This design comes from an exercise in tuning for small area, a short achievable clock period and few clock cycles per item on the open sky130 flow, not from production work.
In this exercise RTL edits were held to simulation tests only and were not proved equivalent to the original.

## run 1
==> flow/design.v (excerpt) <==
module rate_monotonic_tick_scheduler #(
  parameter int unsigned MAX_TASKS = 8
) (
  input  logic                          clk_i,
  input  logic                          rst_ni,
  input  logic                          s_axis_tvalid_i,
  output logic                          s_axis_tready_o,
  input  logic [rmts_pkg::InDataW-1:0]  s_axis_tdata_i,
  input  logic                          s_axis_tuser_i,
  output logic                          m_axis_tvalid_o,
  input  logic                          m_axis_tready_i,
  output logic [rmts_pkg::OutDataW-1:0] m_axis_tdata_o
);
  logic take, req_valid, proc;
  rmts_ctrl u_ctrl (
    .clk_i      (clk_i),
    .rst_ni     (rst_ni),
    .in_valid_i (s_axis_tvalid_i),
    .in_ready_o (s_axis_tready_o),
    .take_o     (take),
    .req_valid_o(req_valid),
    .proc_o     (proc),
    .out_valid_o(m_axis_tvalid_o),
    .out_ready_i(m_axis_tready_i)
  );
  rmts_datapath u_datapath (
    .clk_i      (clk_i),
  ...
Size in the first run: ~6400 cells after synthesis, roughly 1400 flip-flops, ~260 I/O pins, roughly 70000 µm² of cells after synthesis.
==> flow/config.mk <==
export PLATFORM = sky130hd
export DESIGN_NAME = rate_monotonic_tick_scheduler
export DESIGN_NICKNAME = rate_monotonic_tick_scheduler
export VERILOG_FILES = /design/flow/design.v
export SDC_FILE = /design/flow/constraint.sdc
export NUM_CORES = 4
export LEC_CHECK = 0
export ABC_CLOCK_PERIOD_IN_PS = 4000
export CAP_MARGIN = 20
export CORE_MARGIN = 2
export CORE_UTILIZATION = 45
export CTS_BUF_LIST = sky130_fd_sc_hd__clkbuf_8
export CTS_CLUSTER_DIAMETER = 50
export CTS_CLUSTER_SIZE = 12
export SETUP_SLACK_MARGIN = 5
export SLEW_MARGIN = 20
==> flow/constraint.sdc <==
create_clock -name core_clock -period 10.0 [get_ports {clk_i}]
set_input_delay 2.0000 -clock core_clock [delete_from_list [all_inputs] [get_ports {clk_i}]]
set_output_delay 2.0000 -clock core_clock [all_outputs]
set_load 0.01 [all_outputs]
standard.sh (not shown) runs the stock make flow with config.mk's settings and CLKGATE_MAP_FILE= SYNTH_SCRIPT=/design/flow/synth_recipe.tcl, a recipe that flattens the netlist after the stock synthesis.
==> flow/flow/run.sh <==
#!/bin/bash
# Layout flow: the standard ORFS flow (standard.sh, unchanged synthesis),
# with three changes to how the layout is optimised:
# - timing repair aims for 6 ns of setup slack margin instead of 5;
# - clock tree synthesis inserts no dummy loads;
# - the port buffers are buf_2 cells.
# make's full output goes to flow_make.log; each ORFS step keeps its own log
# under orfs/logs/.
set -uo pipefail
export CTS_ARGS="-sink_clustering_enable -repair_clock_nets -dont_use_dummy_load -sink_clustering_size 12 -sink_clustering_max_diameter 50 -buf_list sky130_fd_sc_hd__clkbuf_8"
export BUFFER_PORTS_ARGS="-buffer_cell sky130_fd_sc_hd__buf_2"
bash standard.sh SETUP_SLACK_MARGIN=6 finish > flow_make.log 2>&1
status=$?
echo "standard.sh exited with $status"
exit $status
Testbench counts of run 1, summed over its fixed seeds: cycles 12,816, items 12,800.
## Diff of input files: run 2 against run 1
-- flow/design.v --
<<< run 1, line 75
  function automatic logic gt16(input logic [15:0] a, input logic [15:0] b,
                                input logic ge);
    logic c;
    c = ge;
    for (int i = 0; i < 16; i++) begin
      c = (a[i] & ~b[i]) | (a[i] & c) | (~b[i] & c);
    end
    gt16 = c;
  endfunction
endpackage
>>> run 2, line 75
  function automatic logic gt16(input logic [15:0] a, input logic [15:0] b,
                                input logic ge);
    logic [15:0] gg, ee, gn, en;
    gg = a & ~b;
    ee = ~(a ^ b);
    gg[0] = gg[0] | (ee[0] & ge);
    for (int d = 1; d < 16; d = d * 2) begin
      gn = gg;
      en = ee;
      for (int i = d; i < 16; i++) begin
        gn[i] = gg[i] | (ee[i] & gg[i-d]);
        en[i] = ee[i] & ee[i-d];
      end
      gg = gn;
      ee = en;
    end
    gt16 = gg[15];
  endfunction
endpackage
<<< run 1, line 146
  logic          sw_q, fin_q;
  logic [31:0]   time_q, done_q, miss_q, wsum_q;
  logic [NT-1:0] run_oh_q, pre_oh_q;
  logic [1:0]    kind_q;
  logic          is_load;
  logic [15:0]   ld_id, ld_exec, ld_per, ld_jobs;
>>> run 2, line 155
  logic          sw_q, fin_q;
  logic [31:0]   time_q, done_q, miss_q, wsum_q;
  logic        busy_q, pre_q;
  logic [15:0] run_id_q, pre_id_q, cur_id_q;
  logic [1:0]  kind_q;
  logic          is_load;
  logic [15:0]   ld_id, ld_exec, ld_per, ld_jobs;
<<< run 1, line 186
                 winc, act_n, cur_n, mpre;
  logic          any, fresh_sel, pre, sw_n, fin_any, fin_m, sel_b;
  logic [1:0]    kind;
  logic [3:0]    mcnt, bcnt;
>>> run 2, line 196
                 winc, act_n, cur_n, mpre;
  logic          any, fresh_sel, pre, sw_n, fin_any, fin_m, sel_b;
  logic [15:0]   run_id;
  logic [1:0]    kind;
  logic [3:0]    mcnt, bcnt;
<<< run 1, line 214
      jone_n[i] = dec[i] ? (jobs_q[i] == 16'd2) : jone[i];
    end
    fresh_sel = |(sel & fresh_q);
    pre       = any && (|cur_q) && !(|(cur_q & sel));
>>> run 2, line 225
      jone_n[i] = dec[i] ? (jobs_q[i] == 16'd2) : jone[i];
    end
    run_id = '0;
    for (int i = 0; i < NT; i++) begin
      if (sel[i]) run_id = run_id | id_q[i];
    end
    fresh_sel = |(sel & fresh_q);
    pre       = any && (|cur_q) && !(|(cur_q & sel));
<<< run 1, line 231
  assign miss_add = rmts_pkg::add_small2(miss_q, mcnt, fin_m);
  assign wsum_add = rmts_pkg::add_small2(wsum_q, bcnt, sel_b);
  logic [15:0] run_id_o, pre_id_o;
  always_comb begin
    run_id_o = '0;
    pre_id_o = '0;
    for (int i = 0; i < NT; i++) begin
      if (run_oh_q[i]) run_id_o = run_id_o | id_q[i];
      if (pre_oh_q[i]) pre_id_o = pre_id_o | id_q[i];
    end
  end
  assign out_data_o = {2'b00, wsum_q, miss_q, done_q, ~(|act_q), mask_q,
                       fin_q, kind_q, pre_id_o, |pre_oh_q, run_id_o, |run_oh_q,
                       time_q};
  always_ff @(posedge clk_i or negedge rst_ni) begin
    if (!rst_ni) begin
>>> run 2, line 246
  assign miss_add = rmts_pkg::add_small2(miss_q, mcnt, fin_m);
  assign wsum_add = rmts_pkg::add_small2(wsum_q, bcnt, sel_b);
  assign out_data_o = {2'b00, wsum_q, miss_q, done_q, ~(|act_q), mask_q,
                       fin_q, kind_q, pre_id_q, pre_q, run_id_q, busy_q, time_q};
  always_ff @(posedge clk_i or negedge rst_ni) begin
    if (!rst_ni) begin
<<< run 1, line 287
    if (proc_i) begin
      if (is_load) begin
        run_oh_q <= '0;
        pre_oh_q <= '0;
        kind_q   <= rmts_pkg::KIND_CONT;
        for (int i = 0; i < NT; i++) begin
>>> run 2, line 292
    if (proc_i) begin
      if (is_load) begin
        busy_q   <= 1'b0;
        run_id_q <= '0;
        pre_q    <= 1'b0;
        pre_id_q <= '0;
        kind_q   <= rmts_pkg::KIND_CONT;
        for (int i = 0; i < NT; i++) begin
<<< run 1, line 312
        end
      end else begin
        run_oh_q <= sel;
        pre_oh_q <= pre ? cur_q : '0;
        kind_q   <= kind;
        cone <= cone_n;
        rone <= rone_n;
>>> run 2, line 319
        end
      end else begin
        busy_q   <= any;
        run_id_q <= run_id;
        pre_q    <= pre;
        pre_id_q <= pre ? cur_id_q : 16'd0;
        kind_q   <= kind;
        if (any) cur_id_q <= run_id;
        cone <= cone_n;
        rone <= rone_n;
### Flow results
Run 2 vs. run 1: multiplexer area fraction after synthesis about even; initial DRC count went down 5.5%; hold slack saw little to no change; sequential cell count grew by 34; path length in cells of the critical path higher. Post-synthesis sequential area ratio is higher on run 2. Looking at highest signal layer in the routed design, the met4 result is from run 1; the met5 one comes from run 2. The number of iterations in the first detailed-routing pass number comes out lower for run 2 vs run 1. Relative to run 1, the proportion of cell area occupied by registers of run 2 is higher by 0.90 points. On run 2: total wirelength of the detailed-routed design is 3700 µm lower than what run 1 gave. Compared to run 1, run 2 has number of enable-type register cells in the synthesized netlist 34 higher. Synthesized cell count, run 2 and run 1, lower one = run 1. Run 2: overall global routing resource usage is 0.67 points lower than what run 1 reported. Delta (run 2 minus run 1): register-to-register slack climbed 400 ps, post-route cell area now larger.
Testbench counts of run 2, summed over its fixed seeds: cycles 12,816, items 12,800.

-- static timing again, ports no longer ideal --
The results above use ideal ports. As a check the final layouts listed here were re-extracted and re-timed, cells and wires unchanged. Step 1, drivers: a clkbuf_16 drives clk_i and a buf_2 each remaining input, both assumed. Step 2, shift: input delay + t, output delay - t, t = (earliest + latest rising clock arrival at the registers) / 2. This alone moves slack from input paths to output paths. Three values: ideal ports, drivers, drivers and shift; two values: the first two.
run	t, ns	setup WS [ns]	worst setup path at the end
run 1	0.979	5.243 / 5.243 / 5.161	input to register
run 2	0.978	5.644 / 5.612 / 5.116	input to register
After both steps every run listed still meets setup and hold. For run 2, which loses most, drivers alone change the setup slack by -0.032 ns; drivers and shift together by -0.528 ns.
